Background: an optimization exercise with open tools, aiming at small area, a short achievable clock period and few clock cycles. Do not read the settings as production practice.
At most, simulation tests tie the RTL to the original design; equivalence was not proved.
Power is estimated from default activity; no workload was simulated.

Setup of build 69:
## systolic_mac_top
module systolic_mac_top (
    input  logic                                     clk,
    input  logic                                     rst,
    input  logic                                     in_req,
    input  logic                                     in_first,
    input  logic                                     in_last,
    input  logic [GRID_SIZE*DATA_WIDTH-1:0]          a_col,
    input  logic [GRID_SIZE*DATA_WIDTH-1:0]          b_row,
    output logic                                     in_ack,
    output logic [GRID_SIZE*GRID_SIZE*ACC_WIDTH-1:0] c_mat,
    output logic                                     done
);
    logic                            start;
    logic                            acc_en;
    logic                            acc_clear;
    logic                            acc_fin;
    logic [HALF*DVEC_WIDTH-1:0]      a_op;
    logic [GRID_SIZE*DATA_WIDTH-1:0] b_op;
    operand_prep i_operand_prep (
        .clk       (clk),
        .rst       (rst),
        .in_req    (in_req),
        .in_first  (in_first),
  ...
For scale: ~3500 cells after synthesis, roughly 730 flip-flops, about 39000 um2 of cells after synthesis.
clock: 5.5 ns
lec_check: 0
cap_margin: 20
core_margin: 2
core_utilization: 40
setup_slack_margin: 2.5
slew_margin: 20
tns_end_percent: 100
standard.sh (not shown) runs the stock make flow with config.mk's settings and CLKGATE_MAP_FILE= SYNTH_SCRIPT=/design/flow/synth_recipe.tcl, a recipe that flattens the netlist after the stock synthesis.
==> flow/flow/run.sh <==
#!/bin/bash
# The standard layout (the standard.sh, standard synthesis included), with one change:
# the buffers that placement puts on every input and output port are sky130_fd_sc_hd__buf_2
# instead of the delay cell ORFS picks by default (clkdlybuf4s50_1, twice the area of buf_2).
set -euo pipefail
bash standard.sh 'BUFFER_PORTS_ARGS=-buffer_cell sky130_fd_sc_hd__buf_2' finish > standard_flow.log 2>&1
The flow did not stop early for build 69: all stages ran, and the layout cleared the timing, DRC and antenna checks.
Testbench counts of build 69, summed over its fixed seeds: cycles 3,614.
> inputs changed (build 69 -> build 17)
Settings: changing SETUP_SLACK_MARGIN from 2.5 to 2.0.
==> flow/run.sh (new file) <==
#!/bin/bash
# synth_recipe.tcl (not shown) runs the flow's synth.tcl, then flattens the netlist and writes it again
# the make line also repeats each setting of config.mk as NAME=value (left out here)
make -C /OpenROAD-flow-scripts/flow DESIGN_CONFIG=/design/flow/config.mk WORK_HOME=/design/flow/orfs CLKGATE_MAP_FILE= SYNTH_SCRIPT=/design/flow/synth_recipe.tcl finish
removed: flow/flow/run.sh
removed: flow/standard.sh
Notes after the runs:
Build 17: done, clean on timing, DRC and antenna
Between build 17 and build 69, it is build 17 whose layout net count is lower, by 53.
Part of the power in the clock network | build 17 below build 69
Build 17 ended up with a higher ratio of final minimum period to clock period than build 69 did.
Relative to build 69, the cell count along the critical path of build 17 is higher by 1.
Summary of build 17 over build 69: leakage dissipation went down by about 2.5%; time the worst path needs with I/O delays and setup went up by 0.28 ns; setup slack went down by 0.28 ns; share of the yosys chip area belonging to registers was more or less identical.
Inputs modified between build 17 and build 68:
Settings: SETUP_SLACK_MARGIN: 2.0 -> 2.5.
Notes after the runs:
Going from build 17 to build 68, fraction of standard cell area that is sequential shrank by 0.60 points; number of placed instances with taps included held steady; final-layout clock-cell area share grew by 0.20 points.


Another version of the RTL of systolic_mac_top (not shown whole).
Size: ~3200 cells after synthesis, ~650 flip-flops, about 390 I/O pins, roughly 0.036 mm^2 of cells after synthesis.
// systolic_mac_top
module systolic_mac_top (
    input  logic                                     clk,
    input  logic                                     rst,
    input  logic                                     in_req,
    input  logic                                     in_first,
    input  logic                                     in_last,
    input  logic [GRID_SIZE*DATA_WIDTH-1:0]          a_col,
    input  logic [GRID_SIZE*DATA_WIDTH-1:0]          b_row,
    output logic                                     in_ack,
    output logic [GRID_SIZE*GRID_SIZE*ACC_WIDTH-1:0] c_mat,
    output logic                                     done
);
export LEC_CHECK = 0
export CAP_MARGIN = 20
export CORE_MARGIN = 2
export CORE_UTILIZATION = 40
export CTS_CLUSTER_DIAMETER = 100
export CTS_CLUSTER_SIZE = 25
export SETUP_SLACK_MARGIN = 2.5
export SLEW_MARGIN = 20
export TNS_END_PERCENT = 100
create_clock -name core_clock -period 5.5 [get_ports {clk}]
==> flow/flow/run.sh <==
#!/bin/bash
# The standard layout (the standard.sh, standard synthesis included), with one change:
# the buffers that placement puts on every input and output port are sky130_fd_sc_hd__buf_2
# instead of the delay cell ORFS picks by default (clkdlybuf4s50_1, twice the area of buf_2).
set -euo pipefail
bash standard.sh 'BUFFER_PORTS_ARGS=-buffer_cell sky130_fd_sc_hd__buf_2' finish > standard_flow.log 2>&1
The first run finished clean.
Testbench counts at the start, summed over its fixed seeds: cycles 3,614.
Rerun with:
- CORE_UTILIZATION: 40 -> 55
- CTS_CLUSTER_DIAMETER: 100 -> not set
- CTS_CLUSTER_SIZE: 25 -> not set
The changed run completed with no timing, DRC or antenna violations.
Hold slack gets worse by 14 ps.
Critical path depth grows by 3.
Worst setup slack gets worse by 75 ps.
Clock power grows by 70%.
Core utilization grows by 18 points.
Die area shrinks by 27%.
Final area grows by 1.7%.
Power grows by 9.8%.
Clock skew shrinks by 9.5 ps.
Combinational power barely changes.


## red
Another version of the RTL of systolic_mac_top (not shown whole).
Size: roughly 3400 cells after synthesis, roughly 730 flip-flops.
Settings: LEC_CHECK=0, CAP_MARGIN=20, CORE_MARGIN=2, CORE_UTILIZATION=40, SLEW_MARGIN=20; clock period 5.5 ns.
run.sh (not shown) runs the stock make flow with config.mk's settings and CLKGATE_MAP_FILE= SYNTH_SCRIPT=/design/flow/synth_recipe.tcl, a recipe that flattens the netlist after the stock synthesis.
Stock flow here: none of the scripts above is used.
For blue, these inputs were changed with respect to red:
- TNS_END_PERCENT: unset -> 100
- SETUP_SLACK_MARGIN: unset -> 2.0
Per the final summary, blue finished and its layout is clean on timing, DRC and antenna.
On blue: path length in cells of the critical path is 1 higher than what red gave.
Re share of the clock period used by the worst path: blue is 3.0 points down on red.
blue -> red: post-placement cell count flat
The run showing the greater global-route usage is blue.
Fraction of power spent switching nets delta (blue -> red): insignificant
Area share of buffers outside the clock network across blue and red: no real change.
No functional check of the RTL was part of any run of this note.


## ember
Another version of the RTL of systolic_mac_top (not shown whole).
Size: roughly 4400 cells after synthesis, roughly 650 flip-flops, roughly 390 I/O pins, ~39000 um^2 of cells after synthesis.
Settings: LEC_CHECK=0, ABC_AREA=1, CAP_MARGIN=20, CORE_MARGIN=2, CORE_UTILIZATION=40, CTS_CLUSTER_DIAMETER=100, CTS_CLUSTER_SIZE=20, SETUP_SLACK_MARGIN=2.8, SLEW_MARGIN=20, TNS_END_PERCENT=100; clock period 5.5 ns.
standard.sh (not shown) runs the stock make flow with config.mk's settings and CLKGATE_MAP_FILE= SYNTH_SCRIPT=/design/flow/synth_recipe.tcl, a recipe that flattens the netlist after the stock synthesis.
==> flow/flow/run.sh <==
#!/bin/bash
# The standard layout (the standard.sh, standard synthesis included), with one change:
# the buffers that placement puts on every input and output port are sky130_fd_sc_hd__buf_1
# instead of the delay cell ORFS picks by default (clkdlybuf4s50_1, twice the area of buf_2).
set -euo pipefail
bash standard.sh 'BUFFER_PORTS_ARGS=-buffer_cell sky130_fd_sc_hd__buf_1' finish > standard_flow.log 2>&1
Testbench counts of ember, summed over its fixed seeds: cycles 3,614.
The following lists how violet was set up differently from ember:
- ABC_AREA no longer set, was 1
- CTS_CLUSTER_SIZE now 25, was 20
==> results.txt <==
violet completed end to end with timing, DRC and antenna clean.
violet against ember; number of filler instances in the final layout is down by a little under 10%.
Compared to ember, violet has area of the placeable core about 7% lower.
Taking ember as the reference, in violet cell area saw a decrease; area added between synthesis and finish now larger.
#### Input delta (lagoon over violet)
- an added GPL_TIMING_DRIVEN of 0
- a change of CTS_CLUSTER_SIZE from 25 to 20
Findings:
Delta (lagoon minus violet): post-place instance area higher; non-clock buffer count increased 110; number of DRC violations after detailed-routing iteration 0 saw an increase; final wirelength went up about 27%; smallest setup slack after layout now smaller. lagoon reports its most frequent standard cell in the layout excluding fill and tap cells as sky130_fd_sc_hd__dfxtp_1 while violet reports sky130_fd_sc_hd__buf_1. Delta (lagoon minus violet): clock network latency to the later pin of the worst-skew pair has remained practically unchanged, critical path's largest stage delay shows a reduction of 0.02 ns, pre-CTS setup slack moved down. The final non-filler cell area in lagoon is 1.07 times that in violet.
Edits applied to the flow inputs when going from lagoon to garnet:
- changing SETUP_SLACK_MARGIN from 2.8 to 2.7
- removing GPL_TIMING_DRIVEN (formerly 0)
Findings:
Changes observed in garnet relative to lagoon: final total power now sits lower, cell area fell by about 8%. Across both runs, combinational cell power was lower for garnet than for lagoon. garnet against lagoon: number of CTS-inserted buffers went down 1; via count went down 7.5%; clock latency on the worst-skew pair held; critical path depth went down 2; die area held. Diff lagoon -> garnet: number of setup violations in the final report held, starting DRC count in detailed routing went down 29%, number of antenna violations at the first check in global routing went down 6.
diff inputs: garnet => zinc
- SETUP_SLACK_MARGIN: 2.7 -> 2.8
--- outcome ---
Changes observed in zinc relative to garnet: shortest clock period the worst path allows after layout lost 0.081 ns; core occupancy in the finished layout picked up an extra 0.81 points; quantity of I/O buffers inserted on ports neither gained nor lost much; internal power picked up an extra about 0.7%; count of instances resized after the clock tree is built picked up an extra 27.
Row layout buffer count excluding clock buffers: zinc higher / garnet lower
Peak fanout along the critical path: zinc vs garnet, no meaningful difference
Final instance area, zinc and garnet, higher one = zinc.
sky130_fd_sc_hd__fa_2 as the cell with the biggest individual delay on the critical path was reported by garnet, and sky130_fd_sc_hd__dfxtp_4 by zinc.
Synthesized cell count came out exactly the same in zinc and garnet.

separate check: timing with driven ports:
The results above use ideal ports. As a check the final layouts listed here were re-extracted and re-timed, cells and wires unchanged. Step 1 (the two cells are an assumption about what drives the block):
set clk [get_ports {clk}]
set_driving_cell -lib_cell sky130_fd_sc_hd__clkbuf_16 $clk
set_driving_cell -lib_cell sky130_fd_sc_hd__buf_2 [delete_from_list [all_inputs] $clk]
Step 2 moves the port delays by t, midway between the first and last clock arrival at a register: inputs arrive t later, outputs are due t later. That takes back most of the time a late clock gives input paths. Slacks: no drivers / after step 1 / after step 2; pairs: no drivers / after step 1.
| run | t, ns | slack for setup (ns) | worst hold slack (ns) | worst setup path at the end | worst register clock-pin slew, ns |
|---|---|---|---|---|---|
| build 69 | 0.709 | 2.570 / 2.570 / 2.500 | 0.272 / 0.235 / 0.380 | input to register | 0.06 / 0.06 |
| build 17 | 0.714 | 2.287 / 2.287 / 2.287 | 0.370 / 0.370 / 0.370 | register to register | 0.07 / 0.07 |
| build 68 | 0.710 | 2.558 / 2.558 / 2.351 | 0.373 / 0.373 / 0.373 | input to register | 0.07 / 0.07 |
| the first run of note 2 | 0.643 | 2.606 / 2.606 / 2.606 | 0.313 / 0.274 / 0.388 | register to register | 0.10 / 0.10 |
| the second run of note 2 | 0.673 | 2.531 / 2.531 / 2.531 | 0.299 / 0.254 / 0.373 | register to register | 0.07 / 0.07 |
| red | 0.708 | 2.123 / 2.123 / 2.123 | 0.396 / 0.396 / 0.396 | register to register | 0.06 / 0.06 |
| blue | 0.706 | 2.286 / 2.286 / 2.286 | 0.378 / 0.378 / 0.378 | register to register | 0.07 / 0.07 |
| ember | 0.703 | 2.770 / 2.770 / 2.595 | 0.309 / 0.265 / 0.345 | input to register | 0.09 / 0.09 |
| violet | 0.639 | 2.839 / 2.839 / 2.513 | 0.353 / 0.330 / 0.381 | input to register | 0.11 / 0.11 |
| lagoon | 0.655 | 2.598 / 2.598 / 2.598 | 0.362 / 0.336 / 0.380 | register to register | 0.09 / 0.09 |
| garnet | 0.647 | 2.757 / 2.757 / 2.538 | 0.372 / 0.353 / 0.378 | input to register | 0.09 / 0.09 |
| zinc | 0.647 | 2.837 / 2.837 / 2.525 | 0.370 / 0.352 / 0.378 | input to register | 0.09 / 0.09 |
After both steps every run listed still meets setup and hold. The setup slack of violet, which loses most, moves by 0.000 ns with the drivers and by -0.326 ns with both steps.
